This is an optimization exercise on Yosys and OpenROAD, whose aim is small area, a short achievable clock period and few clock cycles per item, not a production implementation. Only simulation tests tie the RTL to the original design; equivalence was not proved.

<file path="design/flow/config.mk">
export PLATFORM = sky130hd
export DESIGN_NAME = accumulator_alu
export DESIGN_NICKNAME = accumulator_alu
export VERILOG_FILES = /design/flow/design.v
export SDC_FILE = /design/flow/constraint.sdc
export NUM_CORES = 4
export LEC_CHECK = 0
export CAP_MARGIN = 20
export CORE_MARGIN = 2
export CORE_UTILIZATION = 40
export SETUP_SLACK_MARGIN = 0.5
export SLEW_MARGIN = 20
export BUFFER_PORTS_ARGS = -buffer_cell sky130_fd_sc_hd__buf_2
</file>
<file path="design/flow/constraint.sdc">
create_clock -name core_clock -period 5.5 [get_ports {aclk}]
set_input_delay 1.1000 -clock core_clock [delete_from_list [all_inputs] [get_ports {aclk}]]
set_output_delay 1.1000 -clock core_clock [all_outputs]
set_load 0.01 [all_outputs]
</file>
<file path="design/flow/design.v">
`default_nettype none
package aalu_pkg;
    localparam int DATA_W   = 32;
    localparam int ACTION_W = 3;
    localparam int USER_W   = 4;
    localparam logic [ACTION_W-1:0] ACT_ADD = 3'd0;
    localparam logic [ACTION_W-1:0] ACT_SUB = 3'd1;
    localparam logic [ACTION_W-1:0] ACT_MUL = 3'd2;
    localparam logic [ACTION_W-1:0] ACT_DIV = 3'd3;
    localparam logic [ACTION_W-1:0] ACT_POW = 3'd4;
    localparam logic [ACTION_W-1:0] ACT_MOD = 3'd5;
    localparam int CHUNK_W = 8;
    localparam int N_CHUNK = DATA_W / CHUNK_W;
    localparam int CCNT_W  = (N_CHUNK > 1) ? $clog2(N_CHUNK) : 1;
    localparam logic [2:0] ST_IDLE  = 3'd0;   
    localparam logic [2:0] ST_MD    = 3'd1;   
    localparam logic [2:0] ST_CPA   = 3'd2;   
    localparam logic [2:0] ST_FIN   = 3'd3;   
    localparam logic [2:0] ST_DIT   = 3'd5;   
    localparam logic [2:0] ST_DFIN  = 3'd6;   
    localparam logic [2:0] ST_DN    = 3'd7;   
    localparam logic [1:0] PH_MUL = 2'd0;     
    localparam logic [1:0] PH_SQ  = 2'd1;     
    localparam logic [1:0] PH_PM  = 2'd2;     
endpackage
`default_nettype wire
`default_nettype none
module aalu_mul
#(
    parameter int WIDTH = aalu_pkg::DATA_W,
    parameter int CH    = aalu_pkg::CHUNK_W
) (
    input  wire logic [WIDTH-1:0] s_in,
    input  wire logic [WIDTH-1:0] c_in,
    input  wire logic [WIDTH-1:0] mcand,
    input  wire logic [CH:0]      chunk,
    output logic      [WIDTH-1:0] s_out,
    output logic      [WIDTH-1:0] c_out
);
    localparam int NB = CH / 2;      
    localparam int NR = NB + 2;      
    function automatic integer rows_after(input integer lvl);
        integer n, i;
        begin
            n = NR;
            for (i = 0; i < lvl; i = i + 1)
                if (n > 2) n = 2 * (n / 3) + (n % 3);
            rows_after = n;
        end
    endfunction
    function automatic integer levels(input integer dummy);
        integer l, i;
        begin
            l = 0;
            for (i = 0; i < 16; i = i + 1)
                if (rows_after(i) > 2) l = i + 1;
            levels = l;
        end
    endfunction
    localparam int NL = levels(0);
    logic [WIDTH-1:0] t [NL+1][NR];
    logic [NB-1:0]    neg;
    logic [CH-1:0]    negs;
    genvar i, l, g;
    generate
        for (i = 0; i < NB; i++) begin : g_booth
            logic b2, b1, b0, one, two;
            logic [WIDTH-1:0] mag;
            assign b2     = chunk[2*i+2];
            assign b1     = chunk[2*i+1];
            assign b0     = chunk[2*i];
            assign one    = b1 ^ b0;
            assign two    = (b2 & !b1 & !b0) | (!b2 & b1 & b0);
            assign neg[i] = b2 & !(b1 & b0);
            assign mag    = ({WIDTH{one}} & mcand) | ({WIDTH{two}} & {mcand[WIDTH-2:0], 1'b0});
            assign t[0][i] = (mag ^ {WIDTH{neg[i]}}) << (2 * i);
            assign negs[2*i]   = neg[i];
            assign negs[2*i+1] = 1'b0;
        end
        assign t[0][NB]     = {s_in[WIDTH-CH-1:0], negs};
        assign t[0][NB + 1] = {c_in[WIDTH-CH-1:0], {CH{1'b0}}};
        for (l = 0; l < NL; l++) begin : g_lvl
            localparam int N  = rows_after(l);
            localparam int NG = N / 3;
            for (g = 0; g < NG; g++) begin : g_fa
                assign t[l+1][2*g]   = t[l][3*g] ^ t[l][3*g+1] ^ t[l][3*g+2];
                assign t[l+1][2*g+1] = ((t[l][3*g] & t[l][3*g+1]) | (t[l][3*g] & t[l][3*g+2])
                                        | (t[l][3*g+1] & t[l][3*g+2])) << 1;
            end
            for (i = 3 * NG; i < N; i++) begin : g_pass
                assign t[l+1][2*NG + i - 3*NG] = t[l][i];
            end
            for (i = rows_after(l+1); i < NR; i++) begin : g_zero
                assign t[l+1][i] = '0;
            end
        end
    endgenerate
    assign s_out = t[NL][0];
    assign c_out = t[NL][1];
endmodule
`default_nettype wire
`default_nettype none
module aalu_len
(
    input  wire logic [31:0] value,
    output logic      [4:0]  msb,
    output logic             nz
);
    logic [7:0] nib_nz;
    logic [1:0] nib_pos [8];
    logic [2:0] grp;
    always_comb begin
        for (int j = 0; j < 8; j++) begin
            nib_nz[j]     = value[4*j +: 4] != 4'd0;
            nib_pos[j][1] = value[4*j+3] | value[4*j+2];
            nib_pos[j][0] = value[4*j+3] | (!value[4*j+2] & value[4*j+1]);
        end
        grp[2] = |nib_nz[7:4];
        grp[1] = grp[2] ? |nib_nz[7:6] : |nib_nz[3:2];
        grp[0] = grp[2] ? (grp[1] ? nib_nz[7] : nib_nz[5])
                        : (grp[1] ? nib_nz[3] : nib_nz[1]);
        msb = {grp, nib_pos[grp]};
        nz  = |nib_nz;
    end
endmodule
`default_nettype wire
`default_nettype none
module aalu_mlen
(
    input  wire logic [31:0] value,
    output logic      [4:0]  msb,
    output logic             nz
);
    logic [31:0] x;
    logic [4:0]  msb_x;
    logic        nz_x;
    logic        low_mask;
    assign x = value ^ {32{value[31]}};
    aalu_len u_len (.value(x), .msb(msb_x), .nz(nz_x));
    assign low_mask = ((x >> 1) & ~x) == '0;
    assign msb = (value[31] && nz_x && low_mask) ? msb_x + 5'd1 : msb_x;
    assign nz  = value[31] || nz_x;
endmodule
`default_nettype wire
`default_nettype none
module accumulator_alu
(
    input  wire logic                    aclk,
    input  wire logic                    aresetn,
    input  wire logic                    s_tvalid,
    output logic                         s_tready,
    input  wire logic [63:0]         s_tdata,   
    input  wire logic [3:0]          s_tuser,   
    output logic                         m_tvalid,
    input  wire logic                    m_tready,
    output logic      [31:0]         m_tdata,   
    output logic      [0:0]              m_tuser    
);
    localparam int W  = aalu_pkg::DATA_W;
    localparam int CH = aalu_pkg::CHUNK_W;
    localparam int NC = aalu_pkg::N_CHUNK;
    localparam int CW = aalu_pkg::CCNT_W;
    logic [2:0]   state_reg, state_next;
    logic [W-1:0] acc_reg, acc_next;
    logic         mval_reg, mval_next;
    logic         merr_reg, merr_next;
    logic [W-1:0] m_reg, m_next;       
    logic [W-1:0] r_reg, r_next;       
    logic [W-1:0] s_reg, s_next;       
    logic [W-1:0] c_reg, c_next;       
    logic [CW-1:0] dcnt_reg, dcnt_next;  
    logic [4:0]   ecnt_reg, ecnt_next;
    logic [1:0]   ph_reg, ph_next;
    logic         bz_reg, bz_next;
    logic         q0_reg, q0_next;       
    logic         p1_reg, p1_next;       
    logic         dmod_reg, dmod_next;   
    logic         dneg_reg, dneg_next;   
    logic         msign_reg, msign_next;  
    logic [2:0]   act;
    logic [W-1:0] op_a, op_b;
    logic         out_free;
    logic         simple;
    logic         take;
    logic [W-1:0] take_val;
    logic         take_keep;
    logic         take_err;
    assign act      = s_tuser[2:0];
    assign op_a     = s_tuser[3] ? acc_reg : s_tdata[W-1:0];
    assign op_b     = s_tdata[2*W-1:W];
    assign out_free = !mval_reg || m_tready;
    assign simple   = (act == aalu_pkg::ACT_ADD) || (act == aalu_pkg::ACT_SUB)
                   || (act[2:1] == 2'b11)
                   || ((act == aalu_pkg::ACT_POW) && op_b[W-1]);
    logic [W-1:0] port_sum;
    assign port_sum = op_a + (op_b ^ {W{act[0]}}) + W'(act[0]);
    logic [W-1:0] cs_s, cs_c;
    aalu_mul #(.WIDTH(W)) u_mul (
        .s_in  (s_reg),
        .c_in  (c_reg),
        .mcand (r_reg),
        .chunk (m_reg[W-1:W-CH-1]),
        .s_out (cs_s),
        .c_out (cs_c)
    );
    function automatic logic [CW-1:0] top_chunk(input logic [W-1:0] x);
        top_chunk = '0;
        for (int i = 1; i < NC; i++)
            if ((x >> (CH*i-1)) != '0) top_chunk = CW'(i);
    endfunction
    function automatic logic [W-1:0] align(input logic [W-1:0] x, input logic [CW-1:0] t);
        align = x << (CH * (NC - 1 - t));
    endfunction
    logic [W-1:0] cs_or;
    logic [CW-1:0] top_a, top_b, top_cs;
    assign cs_or  = s_reg | c_reg;
    assign top_a  = top_chunk(op_a);
    assign top_b  = top_chunk(op_b);
    assign top_cs = top_chunk({cs_or[W-2:0], 1'b0} | {cs_or[W-1], {(W-1){1'b0}}});
    logic a_triv;    
    assign a_triv = (op_a[W-1:1] == '0) || (op_a == {W{1'b1}});
    logic pow_last;
    logic to_pm;
    assign pow_last = (ecnt_reg == '0) && ((ph_reg == aalu_pkg::PH_PM) || !op_b[0]);
    assign to_pm    = (ph_reg == aalu_pkg::PH_SQ) && op_b[ecnt_reg];
    logic         al_sum, al_b;
    logic [W-1:0] al_src;
    logic [CW-1:0] al_t;
    logic [W-1:0] al_m;
    assign al_sum = (state_reg == aalu_pkg::ST_CPA) && (!to_pm || top_cs < top_a);
    assign al_b   = (state_reg != aalu_pkg::ST_CPA) && (act == aalu_pkg::ACT_MUL) && !(top_a < top_b);
    assign al_src = al_sum ? add_sum[W-1:0] : (al_b ? op_b : op_a);
    assign al_t   = al_sum ? top_cs : (al_b ? top_b : top_a);
    assign al_m   = align(al_src, al_t);
    logic [4:0]   msb_s, msb_m, msb_b;
    logic         nz_s, nz_m, nz_b;
    logic [5:0]   len_diff;    
    aalu_mlen u_len_s (.value(op_a), .msb(msb_s), .nz(nz_s));
    aalu_mlen u_len_m (.value(op_b), .msb(msb_m), .nz(nz_m));
    aalu_len  u_len_b (.value({1'b0, op_b[W-2:0]}), .msb(msb_b), .nz(nz_b));
    assign len_diff = {1'b0, msb_s} - {1'b0, msb_m};
    logic [W-1:0] add_x, add_y;
    logic         add_ci;
    logic [W:0]   add_sum;
    logic         st_idle, st_dit, st_dn, st_dfin, st_fin, q0;
    logic         x_en, x_inv, y_c, y_m, y_r;
    logic         dn_neg;
    assign st_idle = (state_reg == aalu_pkg::ST_IDLE);
    assign st_dit  = (state_reg == aalu_pkg::ST_DIT);
    assign st_dn   = (state_reg == aalu_pkg::ST_DN);
    assign st_dfin = (state_reg == aalu_pkg::ST_DFIN);
    assign st_fin  = (state_reg == aalu_pkg::ST_FIN);
    assign q0      = q0_reg;
    assign dn_neg  = !q0 && (p1_reg ? (msign_reg && !dmod_reg) : s_reg[W-1]);
    assign x_en    = st_dn ? (q0 ? dmod_reg : !(p1_reg && dmod_reg))
                           : (st_dfin ? dmod_reg : !(st_idle || st_fin));
    assign x_inv   = st_dn ? dn_neg : (st_dfin && dmod_reg && dneg_reg);
    assign y_c     = !(st_idle || st_dit || st_dn || st_dfin || st_fin);
    assign y_m     = st_dit;
    assign y_r     = st_fin || (st_dfin && !dmod_reg);
    assign add_x   = (s_reg & {W{x_en}}) ^ {W{x_inv}};
    assign add_y   = (c_reg & {W{y_c}}) | (m_reg & {W{y_m}}) | (r_reg & {W{y_r}});
    assign add_ci  = st_idle || (st_dit && !msign_reg) || (st_dn && dn_neg)
                   || (st_dfin && dneg_reg);
    assign add_sum = {1'b0, add_x} + {1'b0, add_y} + (W+1)'(add_ci);
    always_comb begin
        state_next = state_reg;
        m_next     = m_reg;
        r_next     = r_reg;
        s_next     = s_reg;
        c_next     = c_reg;
        dcnt_next  = dcnt_reg;
        ecnt_next  = ecnt_reg;
        ph_next    = ph_reg;
        bz_next    = bz_reg;
        q0_next    = q0_reg;
        p1_next    = p1_reg;
        dmod_next  = dmod_reg;
        dneg_next  = dneg_reg;
        msign_next = msign_reg;
        take       = 1'b0;
        take_keep  = 1'b0;
        take_err   = 1'b0;
        case (state_reg)
            aalu_pkg::ST_IDLE: begin
                if (simple) begin
                    take      = 1'b1;
                    take_keep = (act[2:1] == 2'b11);
                end else if (s_tvalid) begin
                    case (act)
                        aalu_pkg::ACT_MUL: begin
                            r_next     = al_b ? op_a : op_b;
                            m_next     = al_m;
                            dcnt_next  = al_t;
                            s_next     = '0;
                            c_next     = '0;
                            ph_next    = aalu_pkg::PH_MUL;
                            state_next = aalu_pkg::ST_MD;
                        end
                        aalu_pkg::ACT_POW: begin
                            if (!nz_b)                   r_next = W'(1);
                            else if (a_triv && !op_b[0]) r_next = W'(op_a[0]);
                            else                         r_next = op_a;
                            m_next     = al_m;
                            dcnt_next  = al_t;
                            s_next     = '0;
                            c_next     = '0;
                            ecnt_next  = msb_b - 5'd1;
                            ph_next    = aalu_pkg::PH_SQ;
                            state_next = (msb_b == '0 || a_triv) ? aalu_pkg::ST_FIN : aalu_pkg::ST_MD;
                        end
                        default: begin   
                            s_next     = op_a;
                            m_next     = op_b;
                            bz_next    = (op_b == '0);
                            ecnt_next  = len_diff[4:0];
                            q0_next    = !nz_s || len_diff[5];
                            p1_next    = (op_b == W'(1)) || (op_b == {W{1'b1}});
                            dmod_next  = act[2];
                            dneg_next  = act[2] ? op_a[W-1] : (op_a[W-1] ^ op_b[W-1]);
                            msign_next = op_b[W-1];
                            state_next = aalu_pkg::ST_DN;
                        end
                    endcase
                end
            end
            aalu_pkg::ST_MD: begin
                if (r_reg == '0 && ph_reg != aalu_pkg::PH_MUL) begin
                    state_next = aalu_pkg::ST_FIN;
                end else begin
                    s_next    = cs_s;
                    c_next    = cs_c;
                    m_next    = m_reg << CH;
                    dcnt_next = dcnt_reg - CW'(1);
                    if (dcnt_reg == '0) state_next = aalu_pkg::ST_CPA;
                end
            end
            aalu_pkg::ST_CPA: begin
                if (ph_reg == aalu_pkg::PH_MUL || pow_last) begin
                    take     = 1'b1;
                end else begin
                    r_next     = add_sum[W-1:0];
                    s_next     = '0;
                    c_next     = '0;
                    m_next     = al_m;
                    dcnt_next  = al_t;
                    if (to_pm) begin
                        ph_next = aalu_pkg::PH_PM;
                        if (!al_sum) r_next = add_sum[W-1:0];
                        else         r_next = op_a;
                    end else begin
                        ph_next   = aalu_pkg::PH_SQ;
                        ecnt_next = ecnt_reg - 5'd1;
                    end
                    state_next = aalu_pkg::ST_MD;
                end
            end
            aalu_pkg::ST_FIN: begin
                take     = 1'b1;
            end
            aalu_pkg::ST_DN: begin
                r_next = {W{dneg_reg}};
                if (bz_reg) begin
                    take      = 1'b1;
                    take_keep = 1'b1;
                    take_err  = 1'b1;
                end else if (q0 || p1_reg) begin
                    take = 1'b1;
                end else begin
                    s_next     = add_sum[W-1:0];
                    m_next     = (m_reg << ecnt_reg) ^ {W{!msign_reg}};
                    state_next = aalu_pkg::ST_DIT;
                end
            end
            aalu_pkg::ST_DIT: begin
                if (add_sum[W]) s_next = add_sum[W-1:0];
                r_next    = {r_reg[W-2:0], add_sum[W] ^ dneg_reg};
                m_next    = {1'b1, m_reg[W-1:1]};
                ecnt_next = ecnt_reg - 5'd1;
                if (ecnt_reg == '0) state_next = aalu_pkg::ST_DFIN;
            end
            aalu_pkg::ST_DFIN: begin
                take = 1'b1;
            end
            default: begin
                state_next = aalu_pkg::ST_IDLE;
            end
        endcase
    end
    assign s_tready = out_free && take;
    assign take_val = (st_idle && act[2:1] == 2'b00) ? port_sum : add_sum[W-1:0];
    always_comb begin
        acc_next  = acc_reg;
        mval_next = mval_reg && !m_tready;
        merr_next = merr_reg;
        if (s_tvalid && s_tready) begin
            if (!take_keep) acc_next = take_val;
            mval_next  = 1'b1;
            merr_next  = take_err;
        end
    end
    always_ff @(posedge aclk) begin
        if (!aresetn) begin
            state_reg <= aalu_pkg::ST_IDLE;
            acc_reg   <= '0;
            mval_reg  <= 1'b0;
        end else begin
            state_reg <= (s_tvalid && s_tready) ? aalu_pkg::ST_IDLE : state_next;
            acc_reg   <= acc_next;
            mval_reg  <= mval_next;
        end
        merr_reg  <= merr_next;
        m_reg     <= m_next;
        r_reg     <= r_next;
        s_reg     <= s_next;
        c_reg     <= c_next;
        dcnt_reg  <= dcnt_next;
        ecnt_reg  <= ecnt_next;
        ph_reg    <= ph_next;
        bz_reg    <= bz_next;
        q0_reg    <= q0_next;
        p1_reg    <= p1_next;
        dmod_reg  <= dmod_next;
        dneg_reg  <= dneg_next;
        msign_reg <= msign_next;
    end
    assign m_tvalid   = mval_reg;
    assign m_tdata    = acc_reg;
    assign m_tuser[0] = merr_reg;
endmodule
`default_nettype wire
</file>
<file path="design/flow/flow/run.sh">
#!/bin/bash
# The standard layout (standard.sh, all steps to finish), except that the
# input and output ports are buffered with sky130_fd_sc_hd__buf_2 instead of
# the delay buffer (clkdlybuf4s50_1) the resizer picks by default: smaller and
# faster. Everything else, synthesis included, is the standard flow.
set -o pipefail
export BUFFER_PORTS_ARGS="-buffer_cell sky130_fd_sc_hd__buf_2"
echo 'export BUFFER_PORTS_ARGS = -buffer_cell sky130_fd_sc_hd__buf_2' >> config.mk
bash standard.sh > standard.log 2>&1
status=$?
grep -h "input buffers\|output buffers" orfs/logs/*/*/*/3_3_place_gp.log > port_buffers.log 2>&1
exit $status
</file>
<file path="design/flow/standard.sh">
#!/bin/bash
# synth_recipe.tcl (not shown) runs the flow's synth.tcl, then flattens the netlist and writes it again
# the make line also repeats each setting of config.mk as NAME=value (left out here)
make -C /OpenROAD-flow-scripts/flow DESIGN_CONFIG=/design/flow/config.mk WORK_HOME=/design/flow/orfs CLKGATE_MAP_FILE= SYNTH_SCRIPT=/design/flow/synth_recipe.tcl "${@:-finish}"
</file>
==> results.cfg, run 1 <==
[setup_path]
worstSetupEndpointType = flip-flop
critPathMaxFanout = 14
crit_family = compound AO/OA/AOI/OAI gates
worst_path_most_repeated_cell = buf_4
crit_type = input pin to flip-flop
cpMaxStageDelayCell = or4b_1
cp.arrival_ns = 5.12
crit_chain = buf_4 > buf_12 > buf_4 > or4b_1 > nor4_2 > o211ai_1 > a21oi_1 > ha_1 > and2_1 > o31a_4 > nand2b_4 > o21ai_2 > buf_4 > mux2i_1 > o221ai_1
startpoint_type = input pin
path_buf_inv = 4
cp.required_ns = 5.70
max_stage_delay_ns = 0.46

[clock_network]
clockBufferDepth = 2
clkTransAtPathRegs_ns = 0.08
cts_tree = yes
clock-sinks = 177
cts.htree.levels = 4
cts_buffers = 17
clk_latency_ns = 0.51
root_buffer = clkbuf_16

[detailed_routing]
vias_per_cell = 6.66
routed_wl_um = 129000
wl_per_cell_um = 31.1
firstDrtPassIters = 10
vias = 27633
drt_first_iter_violations = 4261
postRouteAntennaNets = 0
drc = 0

[place]
port_buffers = 106
hpwl_um = 98700
place_ws_ns = 0.0342
dpl-instance-area_um2 = 28800
placed_cells = 4096
place_congestion = 1.01

[yosys]
yosysMostFrequentCell = nand2_1
yosys_warnings = 5
ys.flop_type = edfxtp_1
synthDistinctLibCells = 96
synth_top_area_share_pct = 16.4
synth.avg_cell_area_um2 = 8.31
synth-seq-cells = 177
ys_async_sr_fraction_pct = 0
synth_top_area_cell = edfxtp_1
synth_seq_area_share_pct = 19.2
synth_cells = 3100
synthTopCellsByCount = nand2_1 (224), inv_1 (208), clkbuf_1 (205)
synth_nets = 3367
syn_area_um2 = 25800
ys_top_cells_by_area = edfxtp_1 (16%), fa_1 (7.8%), xor2_1 (5.5%), mux2i_1 (5.2%), ha_1 (4.6%)
synth-edff-count = 141

[timing]
slew_viol_final = 0
setup_viol = 0
fin_tns_setup_ns = 0
hold_ws_ns = 0.540
tightestPinTransition_ns = 0.910
timing.final.crit_share_pct = 89.5
timing.clock.skew_ns = 0.0130
finalHoldViolCount = 0
relSlewSlack_pct = 39.0
rsz0062_at_grt = yes
fin_ws_ns = 0.579
fin_crit_ns = 4.92
fmax_mhz = 203

[global_routing]
grt_max_degree = 66
grt_overflow = 0
grt_pass1_vias = 26339
grt_first_pass_wirelength_um = 186000
grt_usage_pct = 38.1
antenna_found_initial = 3

[die]
dieArea_um2 = 66400
row_count = 93
ios = 107
die_w_um = 258
start_util_pct = 40.2
coreArea_um2 = 64100
die_y_um = 258

[finish]
final_area_um2 = 29800
layoutNonFillerInstCount = 4151
final_nets = 3547
drive_gt1_share_pct = 20.0
area_delta_synth_final_pct = 15.7

[worst_hold_path]
hold_class = flip-flop to flip-flop

[flow_run]
max_cap_violations = 0

[status]
status = complete, no violations
## kinds of logic (layout without fill, tap and decap cells)
group           Yosys count  count (layout)  synth area share [%]
compound gates          892             892                  24.3
mux                     221             221                  10.5
simple gates            831             831                  16.0
buf+inv                 495             687                  7.69
xor+xnor                288             288                  9.79
fa+ha+maj               196             196                  12.4
other cells               0               4                     0
flops                   177             177                  19.2
## tightest hold or removal path, cell delays in order, from the launching register on
cell and delay [ns]:
dfxtp_1 0.34, nor2_1 0.11, nor3_1 0.05
## per-layer routing
layer / vias up / share of wire (%) / track usage (%) / routed length, um
li1: 11905 / - / - / -
met2: 1814 / 44 / 57.8 / 56500
met3: 326 / 11 / 8.59 / 13700
met5: - / 0 / 0 / 0
met1: 13588 / 39 / 50.2 / 50800
met4: 0 / 6.4 / 21.5 / 8230
## layout by cell type, fill, tap and decap left out, drive strengths merged, types with 24 or more instances in the layout
cell type and count:
a211oi 48, a21o 27, a21oi 197, a221oi 42, a222oi 66, a22oi 133, a31oi 24, and2 44
buf 430, dfxtp 36, edfxtp 141, fa 100, ha 95, inv 223, mux2 50, mux2i 139
mux4 32, nand2 226, nand2b 30, nand3 61, nand4 34, nor2 185, nor3 84, nor4 47
o211ai 31, o21ai 133, o22ai 24, xnor2 125, xor2 163
## through the flow
step | utilization, %
final | 46.5
after global routing | 46.5
after CTS | 45.8
after detailed placement | 44.9
after global placement | 44.9
after floorplan | -
## what timing repair did
item / 4_1_cts / 5_1_grt
gates cloned: 0 / 1
setup endpoints to repair: 17 / 51
hold buffers: 0 / 0
pin swaps: 0 / 19
resized for setup: 11 / 66
setup buffers: 0 / 19
## path summary, 6_finish.rpt
kind | startpoint | endpoint | slack (ns) | depth (start not counted)
setup / recovery | s_tuser[3] | m_reg[27] | 0.58 | 15
setup reg to reg | s_reg[31] | m_reg[24] | 0.58 | 21
hold reg to reg | acc_reg[4] | acc_reg[4] | 0.54 | 2
hold / removal | acc_reg[4] | acc_reg[4] | 0.54 | 2
## layout make-up
cell class | instances | area, um2
inverters | 225 | 850
fillers | 6380 | 34300
well taps | 855 | 1070
diodes | 4 | 10.0
repair buffers | 431 | 3140
clock buffers | 18 | 429
clock inverters | 13 | 103
multi-input cells | 2428 | 19200
flip-flops and latches | 177 | 4960
Testbench counts, summed over its fixed seeds: cycles 11,524, items 2,400.
==> run 2: changes to the inputs <==
==> design/flow/run.sh (new file) <==
#!/bin/bash
# synth_recipe.tcl (not shown) runs the flow's synth.tcl, then flattens the netlist and writes it again
# the make line also repeats each setting of config.mk as NAME=value (left out here)
make -C /OpenROAD-flow-scripts/flow DESIGN_CONFIG=/design/flow/config.mk WORK_HOME=/design/flow/orfs CLKGATE_MAP_FILE= SYNTH_SCRIPT=/design/flow/synth_recipe.tcl finish
--- a/design/flow/config.mk
+++ b/design/flow/config.mk
@@ -10,4 +10,3 @@
 export CORE_UTILIZATION = 40
-export SETUP_SLACK_MARGIN = 0.5
+export SETUP_SLACK_MARGIN = 0.7
 export SLEW_MARGIN = 20
-export BUFFER_PORTS_ARGS = -buffer_cell sky130_fd_sc_hd__buf_2
removed: design/flow/flow/run.sh
removed: design/flow/standard.sh
==> run 2 against run 1 <==
Still clean. Clock skew rose by 0.0050 ns. Cell area grew 8.8%. Count of clock-buffer cells in the layout unchanged. First-iteration DRC count grew 8.1%. Global-route usage is 1.0 points lower. Critical path depth up 5. Critical path type unchanged. Critical endpoint is now ecnt_reg[4].
==> results.cfg, run 2 <==
[clock_network]
clk_latency_ns = 0.51
clock-sinks = 177
cts_tree = yes
cts.htree.levels = 4
clkTransAtPathRegs_ns = 0.07
cts_buffers = 17
cts_hold_buf = 0
root_buffer = clkbuf_16
clockBufferDepth = 2

[timing]
relSlewSlack_pct = 26.2
rsz0062_at_grt = yes
fin_crit_ns = 4.77
timing.final.crit_share_pct = 86.7
slew_viol_final = 0
setup_viol = 0
finalHoldViolCount = 0
tightestPinTransition_ns = 1.11
hold_ws_ns = 0.530
fin_tns_setup_ns = 0
fmax_mhz = 210
timing.clock.skew_ns = 0.0179

[setup_path]
reg2reg_depth = 19
r2r-start = q0_reg
cp.arrival_ns = 5.00
worst-path-stages = 20
max_stage_delay_ns = 0.45
crit_start = s_tdata[11]
cpMaxStageDelayCell = clkdlybuf4s50_1
critPathMaxFanout = 3
r2r_setup_slack_ns = 0.74
path_buf_inv = 4
crit_type = input pin to flip-flop
crit_chain = clkdlybuf4s50_1 > mux2_2 > buf_4 > mux2i_1 > a2111oi_0 > o2111ai_1 > a21oi_2 > nor2_1 > nor2_4 > xnor2_2 > buf_4 > ha_4 > inv_4 > fa_2 > a21o_1 > a21oi_2 > xor2_1 > nor2_1 > a211oi_1 > a21oi_1
crit_family = compound AO/OA/AOI/OAI gates
r2r_end = m_reg[28]
worstSetupEndpointType = flip-flop
startpoint_type = input pin
cp.required_ns = 5.73

[finish]
final_cell_mix = buf_4 (413), nand2_1 (221), inv_1 (204), a21oi_1 (184), nor2_1 (170)
fillers = 6075
utilization_pct = 50.6
drive_gt1_share_pct = 23.1
mostFrequentLayoutCell = buf_4
area_delta_synth_final_pct = 26.0
final_nets = 3677
layoutNonFillerInstCount = 4282

[global_routing]
grt_pass1_vias = 26945
antenna_found_initial = 5
grt_max_degree = 59
grt_usage_pct = 37.1
grt_first_pass_wirelength_um = 183000
grt_overflow = 0

[detailed_routing]
wl_per_cell_um = 30.1
drt_first_iter_violations = 4606
routed_wl_um = 129000
postRouteAntennaNets = 0
firstDrtPassIters = 11
vias_per_cell = 6.63
drc = 0
vias = 28386

[yosys]
synth-edff-count = 141
synthTopCellsByCount = nand2_1 (224), inv_1 (208), clkbuf_1 (205)
synthDistinctLibCells = 96
syn_area_um2 = 25800
synth.avg_cell_area_um2 = 8.31
synth_seq_area_share_pct = 19.2
synth-seq-cells = 177
ys_top_cells_by_area = edfxtp_1 (16%), fa_1 (7.8%), xor2_1 (5.5%), mux2i_1 (5.2%), ha_1 (4.6%)
yosys_warnings = 5
yosysMostFrequentCell = nand2_1
synth_top_area_cell = edfxtp_1
ys_async_sr_fraction_pct = 0
synth_cells = 3100
ys.flop_type = edfxtp_1
synth_top_area_share_pct = 16.4
synth_nets = 3367

[flow_run]
max_cap_violations = 0

[place]
hpwl_um = 96100
place_congestion = 1.07
placed_cells = 4152
port_buffers = 106

[worst_hold_path]
hold_end = acc_reg[1]
min_path_cells = 2
hp-start = acc_reg[1]
hold_class = flip-flop to flip-flop

[die]
die_w_um = 258
ios = 107
dieArea_um2 = 66400
row_count = 93
start_util_pct = 40.2
coreArea_um2 = 64100
die_y_um = 258

[status]
status = complete, no violations
-- run 2: final cells by class --
class | count | area (um2) | area share [%]
clock buffer | 18 | 429 | 1.32
tap | 855 | 1070 | 3.30
inverter | 225 | 856 | 2.64
timing repair buffer | 560 | 4840 | 14.9
sequential | 177 | 4970 | 15.3
antenna | 4 | 10.0 | 0.0308
clock inverter | 14 | 180 | 0.555
multi-input combinational | 2429 | 20100 | 61.9
-- run 2: timing repair --
action,CTS,global route
cloned,1,4
pin swaps,53,89
setup endpoints to repair,100,58
buffers inserted,26,62
gates resized for setup,141,169
-- run 2: worst min-delay path, cell delays in order, from the launching register on --
cell,delay (ns)
dfxtp_1,0.33
nor2_1,0.10
nor3_1,0.05
-- run 2: logic make-up (layout without fill, tap and decap cells) --
family / count (synthesis) / count (layout) / share of synthesized area, %
other: 0 / 4 / 0
XOR/XNOR: 288 / 288 / 9.79
buffers and inverters: 495 / 817 / 7.69
multiplexers: 221 / 221 / 10.5
flip-flops: 177 / 177 / 19.2
AO/OA/AOI/OAI: 892 / 892 / 24.3
adder cells (fa/ha/maj): 196 / 196 / 12.4
AND/OR/NAND/NOR: 831 / 832 / 16.0
-- run 2: per-stage QoR --
step	area, um2	worst slack, ns
2_1_floorplan	25900	0.117
3_3_place_gp	29800	-0.327
3_5_place_dp	29800	-0.263
4_1_cts	31200	0.701
5_1_grt	32400	0.629
6_report	32400	0.730
-- run 2: routing by layer --
metal	vias to the layer above	track usage, %	part of all wire (%)
li1	12151	-	-
met1	13842	48.6	38
met2	2021	56.2	43
met3	368	8.99	12
met4	4	20.5	6.5
met5	-	0	0.018
-- run 2: worst max-delay path by stage --
stage	to
5_1_grt	m_reg[25]
3_5_place_dp	ecnt_reg[3]
6_report	ecnt_reg[4]
4_1_cts	m_reg[27]
2_1_floorplan	ecnt_reg[4]
3_3_place_gp	acc_reg[26]

static timing again, ports no longer ideal:
The flow's constraints put no driver on any port. The routed layouts listed below were extracted and timed again, unchanged, in two steps. Step 1: set_driving_cell puts a clkbuf_16 on aclk and a buf_2 on each other input, an assumption about the parent block. Step 2 moves the port delays by t, midway between the first and last clock arrival at a register: inputs arrive t later, outputs are due t later. That takes back most of the time a late clock gives input paths. Three values: ideal ports, drivers, drivers and shift; two values: the first two.
| run | t, ns | setup WS [ns] | hold WS [ns] | worst slew at a driven data input, ns | pins driven straight from the clock port |
|---|---|---|---|---|---|
| run 1 | 0.568 | 0.579 / 0.579 / 0.049 | 0.540 / 0.540 / 0.540 | 0.07 | 1 |
| run 2 | 0.564 | 0.730 / 0.676 / 0.112 | 0.530 / 0.530 / 0.530 | 0.15 | 1 |
After both steps every run listed still meets setup and hold. For run 2, which loses most, drivers alone change the setup slack by -0.054 ns; drivers and shift together by -0.618 ns.
